This is an optimization exercise on Yosys and OpenROAD, whose aim is small area, a short achievable clock period and few clock cycles per item, not a production implementation.
Only simulation tests tie the RTL to the original design; equivalence was not proved.

## north
// uv_sphere_mesh_generator
module uv_sphere_mesh_generator (
    input  logic               clk,
    input  logic               rst_n,
    input  logic               item_valid,
    output logic               item_ready,
    input  logic               restart,
    output logic               result_valid,
    input  logic               result_ready,
    output logic [1:0]         item_kind,
    output logic signed [31:0] pos_x,
    output logic signed [31:0] pos_y,
    output logic signed [31:0] pos_z,
    output logic signed [15:0] norm_x,
    output logic signed [15:0] norm_y,
    output logic signed [15:0] norm_z,
    output logic [15:0]        corner_a,
    output logic [15:0]        corner_b,
    output logic [15:0]        corner_c,
    output logic               final_item,
    input  logic               cfg_valid,
    output logic               cfg_ready,
    input  logic [1:0]         cfg_index,
    input  logic [30:0]        cfg_data
);
    logic [7:0]  sm1, sm2;
    logic [30:0] radius;
    logic [29:0] astep;
    assign cfg_ready = 1'b1;
    always_ff @(posedge clk or negedge rst_n)
    begin
        if (!rst_n)
            sm2 <= 8'(uvs_pkg::RESET_STEPS - 9'd2);
        else
            sm2 <= sm1 - 8'd1;
    end
    always_ff @(posedge clk or negedge rst_n)
    begin
        if (!rst_n)
        begin
            sm1    <= 8'(uvs_pkg::RESET_STEPS - 9'd1);
            radius <= uvs_pkg::RESET_RADIUS;
            astep  <= uvs_pkg::RESET_ASTEP;
        end
        else if (cfg_valid)
        begin
            case (cfg_index)
                2'd0:
                begin
                    if (cfg_data[8:0] < 9'd4)
                        sm1 <= 8'd3;
                    else if (cfg_data[8:0] > 9'd256)
                        sm1 <= 8'd255;
  ...
For scale: roughly 240 I/O pins, roughly 76000 µm² of cells after synthesis.
==> flow/config.mk <==
export PLATFORM = sky130hd
export DESIGN_NAME = uv_sphere_mesh_generator
export DESIGN_NICKNAME = uv_sphere_mesh_generator
export VERILOG_FILES = /design/flow/design.v
export SDC_FILE = /design/flow/constraint.sdc
export NUM_CORES = 4
export LEC_CHECK = 0
export CAP_MARGIN = 20
export CORE_MARGIN = 2
export CORE_UTILIZATION = 40
export CTS_BUF_LIST = sky130_fd_sc_hd__clkbuf_8
export CTS_CLUSTER_SIZE = 30
export SLEW_MARGIN = 20
==> flow/constraint.sdc <==
create_clock -name core_clock -period 11.0 [get_ports {clk}]
set_input_delay 2.2000 -clock core_clock [delete_from_list [all_inputs] [get_ports {clk}]]
set_output_delay 2.2000 -clock core_clock [all_outputs]
set_load 0.01 [all_outputs]
standard.sh (not shown) runs the stock make flow with config.mk's settings and CLKGATE_MAP_FILE= SYNTH_SCRIPT=/design/flow/synth_recipe.tcl, a recipe that flattens the netlist after the stock synthesis.
==> flow/flow/run.sh <==
#!/bin/bash
# The standard layout, with timing repair asked to reach 6.1 ns of setup slack
# at the design's 11 ns clock (config.mk's SETUP_SLACK_MARGIN stops at 5).
# Everything else is the standard flow, run whole by standard.sh.
set -o pipefail
export SETUP_SLACK_MARGIN=6.1
bash standard.sh > standard.log 2>&1
status=$?
tail -20 standard.log
exit $status
Testbench counts of north, summed over its fixed seeds: cycles 53,994, items 15,858.
Changes in south relative to north:
-- flow/flow/run.sh --
<<< north, line 2
# The standard layout, with timing repair asked to reach 6.1 ns of setup slack
>>> south, line 2
# The standard layout, with timing repair asked to reach 6.3 ns of setup slack
<<< north, line 6
export SETUP_SLACK_MARGIN=6.1
>>> south, line 6
export SETUP_SLACK_MARGIN=6.3
==> run notes <==
- In the reports for north and south, the smaller worst setup slack after layout belongs to north.
- south gives more clock buffer count in the final layout than north did.
The inputs of east differ from those of south as listed below.
- CORE_UTILIZATION changed from 40 to 50
-- flow/flow/run.sh --
<<< south, line 2
# The standard layout, with timing repair asked to reach 6.3 ns of setup slack
>>> east, line 2
# The standard layout, with timing repair asked to reach 6.5 ns of setup slack
<<< south, line 6
export SETUP_SLACK_MARGIN=6.3
>>> east, line 6
export SETUP_SLACK_MARGIN=6.5
Notes after the runs:
In the metrics for east and south, the one carrying the higher wire length is south.
Clock-pin transition on the worst setup and hold timing paths ends up higher on south.
south → east: count of multi-input gates shows no meaningful change; aggregate global routing overflow shows no meaningful change; total setup buffers inserted after CTS shows an increase of about 33%; finished layout cell area shows no meaningful change.
NOTE die area south->east decreased by more than 10%
Both conditions hold for east: the flow ran to the end and the final layout passed the timing, design-rule and antenna checks.

==> afterwards: timing with drivers on the ports <==
The flow's constraints put no driver on any port. The routed layouts listed below were extracted and timed again, unchanged, in two steps.
Step 1, drivers: a clkbuf_16 drives clk and a buf_2 each remaining input, both assumed.
Step 2 also shifts input and output timing later by t, the mid clock arrival at the registers, as if the neighbouring blocks saw the same clock.
a / b / c = no drivers / after step 1 / after step 2; a / b = the first two.
run	t, ns	setup slack, ns	clock arrival spread, ns
north	1.034	6.189 / 6.189 / 5.501	0.050 / 0.051
south	1.051	6.225 / 6.225 / 5.619	0.084 / 0.084
east	0.992	6.386 / 6.386 / 5.623	0.057 / 0.057
After both steps every run listed still meets setup and hold. The setup slack of east, which loses most, moves by 0.000 ns with the drivers and by -0.763 ns with both steps.
